What follows belongs to an exercise in optimizing a design on an open flow for small area; a production flow would make more cautious choices. Function was checked by simulation only, so behaviour that the tests miss may differ from the original. No activity file was given, so power comes from the tool's default toggle rates.

==> 08-26 <==
==> flow/design.v (excerpt) <==
module conv5x5_top (
  input  wire logic             clk,
  input  wire logic             rst,
  input  wire conv_pkg::pixel_t row0,      
  input  wire conv_pkg::pixel_t row1,
  input  wire conv_pkg::pixel_t row2,
  input  wire conv_pkg::pixel_t row3,
  input  wire conv_pkg::pixel_t row4,      
  output conv_pkg::pixel_t      pix_out    
);
Settings: LEC_CHECK=0, CAP_MARGIN=20, CORE_MARGIN=2, CORE_UTILIZATION=40, SLEW_MARGIN=20, SYNTH_HIERARCHICAL=1; clock period 4.0 ns.
standard.sh (not shown) runs the stock make flow with config.mk's settings and CLKGATE_MAP_FILE= SYNTH_SCRIPT=/design/flow/synth_recipe.tcl, a recipe that flattens the netlist after the stock synthesis.
==> flow/flow/run.sh <==
#!/bin/bash
export BUFFER_PORTS_ARGS="-buffer_cell sky130_fd_sc_hd__buf_1"
export CTS_ARGS="-sink_clustering_enable -repair_clock_nets -dont_use_dummy_load -sink_clustering_size 16 -sink_clustering_max_diameter 70 -buf_list sky130_fd_sc_hd__clkbuf_8"
bash standard.sh > standard.log 2>&1
==> 07-27 (differences from 08-26) <==
==> flow/flow/run.sh (replaced) <==
#!/bin/bash
export BUFFER_PORTS_ARGS="-buffer_cell sky130_fd_sc_hd__buf_1"
export CTS_ARGS="-sink_clustering_enable -repair_clock_nets -dont_use_dummy_load -sink_clustering_size 12 -sink_clustering_max_diameter 50 -buf_list sky130_fd_sc_hd__clkbuf_4"
bash standard.sh > standard.log 2>&1
Settings changed: CORE_UTILIZATION 40 to 65.
==> 02-13 (differences from 08-26) <==
==> flow/flow/run.sh (replaced) <==
#!/bin/bash
export BUFFER_PORTS_ARGS="-buffer_cell sky130_fd_sc_hd__buf_1"
export CTS_ARGS="-sink_clustering_enable -repair_clock_nets -dont_use_dummy_load -sink_clustering_size 11 -sink_clustering_max_diameter 50 -buf_list sky130_fd_sc_hd__clkbuf_4"
bash standard.sh > standard.log 2>&1
Settings changed: CORE_UTILIZATION 40 to 65.
==> comparison <==
Between 07-27 and 02-13, the lower sequential share of layout area is in 02-13 (gap 0.097 points). In synthesized cell count, 07-27 and 08-26 do not differ. 02-13 completed with no timing, DRC or antenna violations. 08-26 produced a clean layout. 07-27 finished clean. Global-route usage: 07-27 > 02-13 > 08-26. In combinational power, 07-27 and 02-13 hardly differ. In 07-27 the fmax is lower than in 08-26, by about 0.22%. The lowest routed wire length belongs to 02-13, the highest to 08-26. Total power: 08-26 > 02-13 > 07-27. In 08-26 the final cell count is higher than in 07-27, by 12%. Between 08-26 and 07-27, the lower die area is in 07-27 (gap about 60%, measured against 07-27).
==> figures <==
| quantity | 08-26 | 07-27 | 02-13 |
|---|---|---|---|
| Fraction of area in clock buffers and inverters | 3.13% | 2.22% | 2.38% |
| Psw | 2.26 mW | 2.26 mW | 2.25 mW |
| Result of the run | timing/DRC/antenna clean | timing/DRC/antenna clean | timing/DRC/antenna clean |
| Initial standard-cell utilization of the core | 40.8% | 67.0% | 67.0% |
| Detailed route wirelength on metal3 | 421 µm | 349 µm | 352 µm |
| Power Internal | 5.88 mW | 5.70 mW | 5.73 mW |
| Horizontal die dimension | 153 µm | 121 µm | 121 µm |
| Vias in the first global route | 3936 | 3972 | 3959 |
| Minimum hold slack | 0.318 ns | 0.270 ns | 0.265 ns |
| Global-route wire length before repair | 18.0 mm | 18.1 mm | 17.8 mm |
| Switching part of the total power | 27.8% | 28.4% | 28.2% |
| Routability Congestion | 0.745 | 0.753 | 0.753 |
| Util after Layout | 44.3% | 71.2% | 71.3% |
| Combinational cell fraction of total power | 26.9% | 27.5% | 27.6% |
| Endpoint required time on the critical path | 4.41 ns | 4.50 ns | 4.50 ns |
| Vias per cell | 4.13 | 4.60 | 4.59 |
| Maximum number of pins on one net before global-route repair | 32 | 31 | 31 |
| Clock-pin slew reported for the worst setup and hold paths after clock tree synthesis | 0.10 ns | 0.12 ns | 0.11 ns |
| Clk Tree Root Cell | sky130_fd_sc_hd__clkbuf_8 | sky130_fd_sc_hd__clkbuf_4 | sky130_fd_sc_hd__clkbuf_4 |


==> run a <==
Another version of the RTL of conv5x5_top (not shown whole).
export LEC_CHECK = 0
export CAP_MARGIN = 20
export CORE_MARGIN = 2
export CORE_UTILIZATION = 80
export PLACE_DENSITY = 0.75
export SLEW_MARGIN = 20
export SYNTH_HIERARCHICAL = 1
create_clock -name core_clock -period 4.0 [get_ports {clk}]
==> flow/flow/run.sh <==
#!/bin/bash
export BUFFER_PORTS_ARGS="-buffer_cell sky130_fd_sc_hd__buf_1"
export CTS_ARGS="-sink_clustering_enable -repair_clock_nets -dont_use_dummy_load -sink_clustering_size 12 -sink_clustering_max_diameter 40 -buf_list sky130_fd_sc_hd__clkbuf_4"
bash standard.sh > standard.log 2>&1
==> inputs of run b, as changes to run a <==
--- a/flow/design.v
+++ b/flow/design.v
@@ -23,34 +23,30 @@
   end
   assign pix_out = shreg[depth-1];
 endmodule
 `default_nettype wire
 `default_nettype none
 module mac_tap (
   input  wire logic clk,
   input  wire logic rst,
-  output logic      valid,
-  output logic      rst_q,    
-  output logic      rst_g     
+  output logic      valid
 );
-  localparam logic [15:0] fb_table = 16'b0011_0000_1110_1110;
-  logic [4:0] sr;
-  logic       fb;
-  assign fb = fb_table[{sr[4], sr[3], sr[2], sr[0]}];
+  logic [4:0] lfsr;
+  logic       seen;
   always_ff @(posedge clk) begin
     if (rst) begin
-      sr <= 5'd3;
+      lfsr <= '0;
+      seen <= 1'b0;
     end else begin
-      sr <= {sr[3:0], fb};
+      lfsr <= {lfsr[3:0], ~(lfsr[4] ^ lfsr[2])};
+      seen <= seen | (lfsr == 5'd26);
     end
   end
-  assign valid = (sr == 5'd0);
-  assign rst_q = (sr == 5'd3);
-  assign rst_g = (sr[4:3] == 2'b00) && (sr[1:0] == 2'b11);   
+  assign valid = seen;
 endmodule
 `default_nettype wire
 `default_nettype none
 module fa_cell (
   input  wire logic a,
   input  wire logic b,
   input  wire logic ci,
   output logic      s,
@@ -67,19 +63,17 @@
 );
   assign s  = a ^ b;
   assign co = a & b;
 endmodule
 `default_nettype wire
 `default_nettype none
 module mac_cascade (
   input  wire logic             clk,
-  input  wire logic             rst,         
-  input  wire logic             rst_q,       
-  input  wire logic             rst_g,       
+  input  wire logic             rst,
   input  wire conv_pkg::pixel_t row0,
   input  wire conv_pkg::pixel_t row1,
   input  wire conv_pkg::pixel_t row2,
   input  wire conv_pkg::pixel_t row3,
   input  wire conv_pkg::pixel_t row4,
   output conv_pkg::pixel_t      pix_raw
 );
   wire c2;
@@ -90,17 +84,17 @@
   wire c15;
   wire c17;
   wire c20;
   wire c22;
   wire c25;
   wire c27;
   wire c30;
   wire c34;
-  wire c37;
+  wire c36;
   wire c39;
   wire c42;
   wire c44;
   wire c46;
   wire c48;
   wire c50;
   wire c52;
   wire c54;
@@ -175,29 +169,29 @@
   wire c219;
   wire c222;
   wire c224;
   wire c228;
   wire c230;
   wire c232;
   wire c242;
   wire c245;
-  wire c249;
-  wire c253;
+  wire c248;
+  wire c252;
   wire c256;
   wire c260;
   wire c263;
   wire c267;
   wire c270;
   wire c274;
   wire c276;
   wire c278;
   wire c280;
   wire c283;
-  wire c287;
+  wire c285;
   wire c289;
   wire c292;
   wire c296;
   wire c299;
   wire c301;
   wire c303;
   wire c305;
   wire c307;
@@ -210,17 +204,17 @@
   wire c325;
   wire c328;
   wire g3;
   wire g8;
   wire g13;
   wire g18;
   wire g23;
   wire g28;
-  wire g35;
+  wire g37;
   wire g40;
   wire g105;
   wire g106;
   wire g107;
   wire g108;
   wire g109;
   wire g110;
   wire g111;
@@ -246,19 +240,19 @@
   wire g235;
   wire g236;
   wire g237;
   wire g238;
   wire g239;
   wire g240;
   wire g243;
   wire g246;
-  wire g247;
+  wire g249;
   wire g250;
-  wire g251;
+  wire g253;
   wire g254;
   wire g257;
   wire g258;
   wire g261;
   wire g264;
   wire g265;
   wire g268;
   wire g271;
@@ -280,17 +274,17 @@
   wire s14;
   wire s16;
   wire s19;
   wire s21;
   wire s24;
   wire s26;
   wire s29;
   wire s33;
-  wire s36;
+  wire s35;
   wire s38;
   wire s41;
   wire s43;
   wire s45;
   wire s47;
   wire s49;
   wire s51;
   wire s53;
@@ -365,29 +359,29 @@
   wire s218;
   wire s221;
   wire s223;
   wire s227;
   wire s229;
   wire s231;
   wire s241;
   wire s244;
-  wire s248;
-  wire s252;
+  wire s247;
+  wire s251;
   wire s255;
   wire s259;
   wire s262;
   wire s266;
   wire s269;
   wire s273;
   wire s275;
   wire s277;
   wire s279;
   wire s282;
-  wire s286;
+  wire s284;
   wire s288;
   wire s291;
   wire s295;
   wire s298;
   wire s300;
   wire s302;
   wire s304;
   wire s306;
@@ -506,16 +500,18 @@
   logic r1_0_0;
   logic r1_1_0;
   logic r1_2_0;
   logic r1_3_0;
   logic r1_4_0;
   logic r1_5_0;
   logic r1_6_0;
   logic r1_7_0;
+  logic rst_q, rst_qq;   
+  wire  rst_g = rst_q | rst_qq;
   ha_cell u_s1 (.a(row0[0]), .b(row4[0]), .s(s1), .co(c2));
   assign g3 = ~row2[0];
   fa_cell u_s4 (.a(row0[1]), .b(row4[1]), .ci(g3), .s(s4), .co(c5));
   ha_cell u_s6 (.a(c2), .b(s4), .s(s6), .co(c7));
   assign g8 = ~row2[1];
   fa_cell u_s9 (.a(row0[2]), .b(row4[2]), .ci(g8), .s(s9), .co(c10));
   fa_cell u_s11 (.a(c5), .b(s9), .ci(c7), .s(s11), .co(c12));
   assign g13 = ~row2[2];
@@ -525,36 +521,36 @@
   fa_cell u_s19 (.a(row0[4]), .b(row4[4]), .ci(g18), .s(s19), .co(c20));
   fa_cell u_s21 (.a(c15), .b(s19), .ci(c17), .s(s21), .co(c22));
   assign g23 = ~row2[4];
   fa_cell u_s24 (.a(row0[5]), .b(row4[5]), .ci(g23), .s(s24), .co(c25));
   fa_cell u_s26 (.a(c20), .b(s24), .ci(c22), .s(s26), .co(c27));
   assign g28 = ~row2[5];
   fa_cell u_s29 (.a(row0[6]), .b(row4[6]), .ci(g28), .s(s29), .co(c30));
   ha_cell u_s33 (.a(c25), .b(s29), .s(s33), .co(c34));
-  assign g35 = ~row2[6];
-  fa_cell u_s36 (.a(row0[7]), .b(row4[7]), .ci(g35), .s(s36), .co(c37));
-  fa_cell u_s38 (.a(c30), .b(s36), .ci(c34), .s(s38), .co(c39));
+  fa_cell u_s35 (.a(row0[7]), .b(row4[7]), .ci(c30), .s(s35), .co(c36));
+  assign g37 = ~row2[6];
+  fa_cell u_s38 (.a(g37), .b(c34), .ci(s35), .s(s38), .co(c39));
   assign g40 = ~row2[7];
-  fa_cell u_s41 (.a(g40), .b(c37), .ci(c39), .s(s41), .co(c42));
+  fa_cell u_s41 (.a(g40), .b(c36), .ci(c39), .s(s41), .co(c42));
   ha_cell u_s43 (.a(row1[0]), .b(row3[0]), .s(s43), .co(c44));
   fa_cell u_s45 (.a(row2[0]), .b(row1[1]), .ci(row3[1]), .s(s45), .co(c46));
   ha_cell u_s47 (.a(c44), .b(s45), .s(s47), .co(c48));
   fa_cell u_s49 (.a(row2[1]), .b(row1[2]), .ci(row3[2]), .s(s49), .co(c50));
   fa_cell u_s51 (.a(c46), .b(s49), .ci(c48), .s(s51), .co(c52));
   fa_cell u_s53 (.a(row2[2]), .b(row1[3]), .ci(row3[3]), .s(s53), .co(c54));
   fa_cell u_s55 (.a(c50), .b(s53), .ci(c52), .s(s55), .co(c56));
   fa_cell u_s57 (.a(row2[3]), .b(row1[4]), .ci(row3[4]), .s(s57), .co(c58));
   fa_cell u_s59 (.a(c54), .b(s57), .ci(c56), .s(s59), .co(c60));
   fa_cell u_s61 (.a(row2[4]), .b(row1[5]), .ci(row3[5]), .s(s61), .co(c62));
   fa_cell u_s63 (.a(c58), .b(s61), .ci(c60), .s(s63), .co(c64));
   fa_cell u_s65 (.a(row2[5]), .b(row1[6]), .ci(row3[6]), .s(s65), .co(c66));
   ha_cell u_s69 (.a(c62), .b(s65), .s(s69), .co(c70));
-  fa_cell u_s71 (.a(row2[6]), .b(row1[7]), .ci(row3[7]), .s(s71), .co(c72));
-  fa_cell u_s73 (.a(c66), .b(s71), .ci(c70), .s(s73), .co(c74));
+  fa_cell u_s71 (.a(row2[6]), .b(row3[7]), .ci(c66), .s(s71), .co(c72));
+  fa_cell u_s73 (.a(row1[7]), .b(c70), .ci(s71), .s(s73), .co(c74));
   fa_cell u_s75 (.a(row2[7]), .b(c72), .ci(c74), .s(s75), .co(c76));
   ha_cell u_s77 (.a(ip_1_0), .b(ip_0_0), .s(s77), .co(c78));
   fa_cell u_s79 (.a(ip_2_0), .b(ip_1_0), .ci(c78), .s(s79), .co(c80));
   fa_cell u_s81 (.a(ip_3_0), .b(ip_2_0), .ci(c80), .s(s81), .co(c82));
   fa_cell u_s83 (.a(ip_4_0), .b(ip_3_0), .ci(c82), .s(s83), .co(c84));
   fa_cell u_s85 (.a(ip_5_0), .b(ip_4_0), .ci(c84), .s(s85), .co(c86));
   fa_cell u_s87 (.a(ip_6_0), .b(ip_6_1), .ci(ip_5_0), .s(s87), .co(c88));
   ha_cell u_s89 (.a(s87), .b(c86), .s(s89), .co(c90));
@@ -592,18 +588,18 @@
   fa_cell u_s140 (.a(z1b_3_0), .b(i3_1_0), .ci(ia_2_0), .s(s140), .co(c141));
   fa_cell u_s142 (.a(c137), .b(s140), .ci(c139), .s(s142), .co(c143));
   fa_cell u_s144 (.a(z1b_4_0), .b(i3_2_0), .ci(ia_3_0), .s(s144), .co(c145));
   fa_cell u_s146 (.a(c141), .b(s144), .ci(c143), .s(s146), .co(c147));
   fa_cell u_s148 (.a(z1b_5_0), .b(i3_3_0), .ci(ia_4_0), .s(s148), .co(c149));
   fa_cell u_s150 (.a(c145), .b(s148), .ci(c147), .s(s150), .co(c151));
   fa_cell u_s152 (.a(z1b_6_0), .b(i3_4_0), .ci(ia_5_0), .s(s152), .co(c153));
   fa_cell u_s154 (.a(c149), .b(s152), .ci(c151), .s(s154), .co(c155));
-  fa_cell u_s156 (.a(z1b_7_0), .b(ia_6_0), .ci(ia_6_1), .s(s156), .co(c157));
-  fa_cell u_s158 (.a(i3_5_0), .b(c153), .ci(s156), .s(s158), .co(c159));
+  fa_cell u_s156 (.a(z1b_7_0), .b(i3_5_0), .ci(ia_6_0), .s(s156), .co(c157));
+  fa_cell u_s158 (.a(ia_6_1), .b(c153), .ci(s156), .s(s158), .co(c159));
   ha_cell u_s160 (.a(s158), .b(c155), .s(s160), .co(c161));
   fa_cell u_s162 (.a(z1b_8_0), .b(i3_6_0), .ci(ia_7_0), .s(s162), .co(c163));
   fa_cell u_s164 (.a(c157), .b(s162), .ci(c159), .s(s164), .co(c165));
   ha_cell u_s166 (.a(s164), .b(c161), .s(s166), .co(c167));
   fa_cell u_s168 (.a(z1b_9_0), .b(i3_7_0), .ci(ia_8_0), .s(s168), .co(c169));
   fa_cell u_s170 (.a(c163), .b(s168), .ci(c165), .s(s170), .co(c171));
   ha_cell u_s172 (.a(s170), .b(c167), .s(s172), .co(c173));
   fa_cell u_s174 (.a(z1b_10_0), .b(i3_8_0), .ci(ia_9_0), .s(s174), .co(c175));
@@ -640,60 +636,60 @@
   fa_cell u_s229 (.a(z3_13_0), .b(i3_10_0), .ci(c228), .s(s229), .co(c230));
   fa_cell u_s231 (.a(z3_14_0), .b(i3_11_0), .ci(c230), .s(s231), .co(c232));
   assign g233 = z3_15_0 ^ c232;
   assign g234 = ~s203;
   assign g235 = ~s206;
   assign g236 = ~s209;
   assign g237 = ~s218;
   assign g238 = ~s221;
-  assign g239 = ~ia_0_0 & ~z4_0_0;
+  assign g239 = ~z4_0_0 & ~ia_0_0;
   assign g240 = ~ia_1_0;
   fa_cell u_s241 (.a(z4_1_0), .b(g240), .ci(g239), .s(s241), .co(c242));
   assign g243 = ~i3_0_0;
-  fa_cell u_s244 (.a(ia_2_0), .b(z4_2_0), .ci(g243), .s(s244), .co(c245));
+  fa_cell u_s244 (.a(z4_2_0), .b(ia_2_0), .ci(g243), .s(s244), .co(c245));
   assign g246 = (~s244 & c242) | (~s244 & s241) | (c242 & s241);
-  assign g247 = ~i3_1_0;
-  fa_cell u_s248 (.a(ia_3_0), .b(z4_3_0), .ci(g247), .s(s248), .co(c249));
-  assign g250 = (~c245 & ~s248) | (~c245 & g246) | (~s248 & g246);
-  assign g251 = ~i3_2_0;
-  fa_cell u_s252 (.a(ia_4_0), .b(z4_4_0), .ci(g251), .s(s252), .co(c253));
-  assign g254 = (~c249 & ~s252) | (~c249 & g250) | (~s252 & g250);
-  fa_cell u_s255 (.a(ia_5_0), .b(z4_5_0), .ci(c253), .s(s255), .co(c256));
-  assign g257 = (i3_3_0 & ~s255) | (i3_3_0 & g254) | (~s255 & g254);
+  fa_cell u_s247 (.a(z4_3_0), .b(ia_3_0), .ci(c245), .s(s247), .co(c248));
+  assign g249 = (i3_1_0 & ~s247) | (i3_1_0 & g246) | (~s247 & g246);
+  assign g250 = ~i3_2_0;
+  fa_cell u_s251 (.a(z4_4_0), .b(ia_4_0), .ci(g250), .s(s251), .co(c252));
+  assign g253 = (~s251 & ~c248) | (~s251 & g249) | (~c248 & g249);
+  assign g254 = ~i3_3_0;
+  fa_cell u_s255 (.a(z4_5_0), .b(ia_5_0), .ci(g254), .s(s255), .co(c256));
+  assign g257 = (~c252 & ~s255) | (~c252 & g253) | (~s255 & g253);
   assign g258 = ~ia_6_1;
   fa_cell u_s259 (.a(z4_6_0), .b(i3_4_0), .ci(g258), .s(s259), .co(c260));
   assign g261 = ~s259;
-  fa_cell u_s262 (.a(ia_6_0), .b(g261), .ci(c256), .s(s262), .co(c263));
+  fa_cell u_s262 (.a(ia_6_0), .b(c256), .ci(g261), .s(s262), .co(c263));
   assign g264 = ~s262 & g257;
   assign g265 = ~ia_7_0;
   fa_cell u_s266 (.a(z4_7_0), .b(i3_5_0), .ci(g265), .s(s266), .co(c267));
   assign g268 = ~c263;
   fa_cell u_s269 (.a(c260), .b(s266), .ci(g268), .s(s269), .co(c270));
   assign g271 = s269 | g264;
   assign g272 = ~ia_8_0;
   fa_cell u_s273 (.a(z4_8_0), .b(i3_6_0), .ci(g272), .s(s273), .co(c274));
   fa_cell u_s275 (.a(c267), .b(s273), .ci(c270), .s(s275), .co(c276));
   ha_cell u_s277 (.a(s275), .b(g271), .s(s277), .co(c278));
-  ha_cell u_s279 (.a(ia_9_0), .b(z4_9_0), .s(s279), .co(c280));
+  ha_cell u_s279 (.a(z4_9_0), .b(ia_9_0), .s(s279), .co(c280));
   assign g281 = ~s279;
   fa_cell u_s282 (.a(i3_7_0), .b(g281), .ci(c274), .s(s282), .co(c283));
-  fa_cell u_s286 (.a(s282), .b(c276), .ci(c278), .s(s286), .co(c287));
+  fa_cell u_s284 (.a(s282), .b(c276), .ci(c278), .s(s284), .co(c285));
   ha_cell u_s288 (.a(z4_10_0), .b(c280), .s(s288), .co(c289));
   assign g290 = ~s288;
   fa_cell u_s291 (.a(i3_8_0), .b(g290), .ci(c283), .s(s291), .co(c292));
   fa_cell u_s295 (.a(z4_11_0), .b(z4_11_1), .ci(i3_9_0), .s(s295), .co(c296));
   assign g297 = ~c289;
   fa_cell u_s298 (.a(g297), .b(s295), .ci(c292), .s(s298), .co(c299));
   fa_cell u_s300 (.a(z4_12_0), .b(i3_10_0), .ci(c296), .s(s300), .co(c301));
   ha_cell u_s302 (.a(s300), .b(c299), .s(s302), .co(c303));
   fa_cell u_s304 (.a(z4_13_0), .b(i3_11_0), .ci(c301), .s(s304), .co(c305));
   fa_cell u_s306 (.a(s304), .b(c303), .ci(s302), .s(s306), .co(c307));
-  fa_cell u_s308 (.a(z4_14_0), .b(c305), .ci(s306), .s(s308), .co(c309));
-  ha_cell u_s310 (.a(c307), .b(s308), .s(s310), .co(c311));
+  fa_cell u_s308 (.a(z4_14_0), .b(c307), .ci(s306), .s(s308), .co(c309));
+  ha_cell u_s310 (.a(c305), .b(s308), .s(s310), .co(c311));
   assign g312 = z4_15_0 ^ c309 ^ c311;
   assign g313 = g312 ^ s310;
   ha_cell u_s314 (.a(r0_9_0), .b(r0_9_1), .s(s314), .co(c315));
   fa_cell u_s316 (.a(r0_10_0), .b(r0_10_1), .ci(c315), .s(s316), .co(c317));
   ha_cell u_s318 (.a(r0_11_0), .b(c317), .s(s318), .co(c319));
   assign g320 = ~r0_12_0;
   ha_cell u_s321 (.a(g320), .b(c319), .s(s321), .co(c322));
   assign g323 = ~r0_13_0;
@@ -747,35 +743,39 @@
     z1b_8_0 <= s121;
     z1b_9_0 <= s124;
     z1b_10_0 <= s126;
     z1b_11_0 <= s128;
     z1b_12_0 <= s130;
     z1b_13_0 <= s132;
     z1b_14_0 <= c133;
     r0_8_0 <= s277;
-    r0_9_0 <= s286;
-    r0_9_1 <= s277;
+    r0_9_0 <= s277;
+    r0_9_1 <= s284;
     r0_10_0 <= s291;
-    r0_10_1 <= c287;
+    r0_10_1 <= c285;
     r0_11_0 <= s298;
     r0_12_0 <= s302;
     r0_13_0 <= s306;
     r0_14_0 <= s310;
     r0_15_0 <= g313;
     r1_0_0 <= r0_8_0;
     r1_1_0 <= s314;
     r1_2_0 <= s316;
     r1_3_0 <= s318;
     r1_4_0 <= s321;
     r1_5_0 <= s324;
     r1_6_0 <= s327;
     r1_7_0 <= g329;
   end
   always_ff @(posedge clk) begin
+    rst_q  <= rst;
+    rst_qq <= rst_q;
+  end
+  always_ff @(posedge clk) begin
     if (rst) begin
       ip_0_0 <= 1'b0;
       ip_1_0 <= 1'b0;
       ip_2_0 <= 1'b0;
       ip_3_0 <= 1'b0;
       ip_4_0 <= 1'b0;
       ip_5_0 <= 1'b0;
       ip_6_0 <= 1'b0;
@@ -880,31 +880,29 @@
   input  wire conv_pkg::pixel_t row0,      
   input  wire conv_pkg::pixel_t row1,
   input  wire conv_pkg::pixel_t row2,
   input  wire conv_pkg::pixel_t row3,
   input  wire conv_pkg::pixel_t row4,      
   output conv_pkg::pixel_t      pix_out    
 );
   conv_pkg::pixel_t pix_raw, pix_del;
-  logic valid, rst_q, rst_g;
+  logic valid;
   mac_cascade u_cascade (
-    .clk (clk), .rst (rst), .rst_q (rst_q), .rst_g (rst_g),
+    .clk (clk), .rst (rst),
     .row0 (row0), .row1 (row1), .row2 (row2), .row3 (row3), .row4 (row4),
     .pix_raw (pix_raw)
   );
   row_skew_line #(
     .depth (conv_pkg::out_delay - 2)
   ) u_delay (
     .clk     (clk),
     .pix_in  (pix_raw),
     .pix_out (pix_del)
   );
   mac_tap u_blank (
     .clk   (clk),
     .rst   (rst),
-    .valid (valid),
-    .rst_q (rst_q),
-    .rst_g (rst_g)
+    .valid (valid)
   );
   assign pix_out = valid ? (pix_del ^ conv_pkg::pix_pol) : '0;
 endmodule
 `default_nettype wire
==> flow/flow/run.sh (replaced) <==
#!/bin/bash
export BUFFER_PORTS_ARGS="-buffer_cell sky130_fd_sc_hd__buf_1"
export CTS_ARGS="-sink_clustering_enable -repair_clock_nets -dont_use_dummy_load -sink_clustering_size 11 -sink_clustering_max_diameter 50 -buf_list sky130_fd_sc_hd__clkbuf_4"
bash standard.sh > standard.log 2>&1
Settings changed: CORE_UTILIZATION 80 to 65, PLACE_DENSITY 0.75 to unset.
==> inputs of run c, as changes to run a <==
==> flow/flow/run.sh (replaced) <==
#!/bin/bash
export BUFFER_PORTS_ARGS="-buffer_cell sky130_fd_sc_hd__buf_1"
export CTS_ARGS="-sink_clustering_enable -repair_clock_nets -dont_use_dummy_load -sink_clustering_size 13 -sink_clustering_max_diameter 35 -buf_list sky130_fd_sc_hd__clkbuf_4"
bash standard.sh > standard.log 2>&1
Settings changed: CORE_UTILIZATION 80 to 85, PLACE_DENSITY 0.75 to unset.
==> qor summary <==
| item | run a | run c | run b |
|---|---|---|---|
| Result of the run | finished clean | aborted with a tool error | finished clean |
| Last stage reached | - | detailed placement | - |
| Top layer reached by signal wires | met4 | - | met4 |
| Width of the die | 108 µm | 105 µm | 120 µm |
| Fin. Hold Viols | 0 | - | 0 |
| Met2 track utilization from global routing | 44.4% | - | 26.6% |
| Maximum clock skew at final layout | 0.0387 ns | - | 0.0660 ns |
| Power share of the combinational group | 33.0% | - | 31.0% |
| Overflow left after global routing | 0 | - | 0 |
| Average footprint of a synthesized cell | 16.0 µm² | 16.0 µm² | 16.0 µm² |
| Layout overhead on the synthesized area | 6.09% | - | 6.84% |
| Critical path data arrival time | 4.35 ns | - | 4.40 ns |
| Worst hold start | u_delay.shreg[4][6] | - | u_delay.shreg[0][5] |
| Routed wire per std cell | 16.7 µm | - | 12.9 µm |

[re-timing with driven ports]
The flow's constraints put no driver on any port. The routed layouts listed below were extracted and timed again, unchanged, in two steps.
Step 1, drivers: a clkbuf_16 drives clk and a buf_2 each remaining input, both assumed.
Step 2 moves the port delays by t, midway between the first and last clock arrival at a register: inputs arrive t later, outputs are due t later. That takes back most of the time a late clock gives input paths.
Slacks: no drivers / after step 1 / after step 2; pairs: no drivers / after step 1.
run | t (ns) | setup slack, ns | worst register clock-pin slew, ns
08-26 | 0.539 | 0.277 / 0.277 / 0.277 | 0.10 / 0.10
07-27 | 0.637 | 0.269 / 0.269 / 0.269 | 0.12 / 0.12
02-13 | 0.631 | 0.282 / 0.282 / 0.282 | 0.11 / 0.11
run a | 0.613 | 0.133 / 0.133 / 0.133 | 0.12 / 0.12
run b | 0.637 | 0.113 / 0.113 / 0.113 | 0.12 / 0.12
After both steps setup and hold are still met in every run listed.
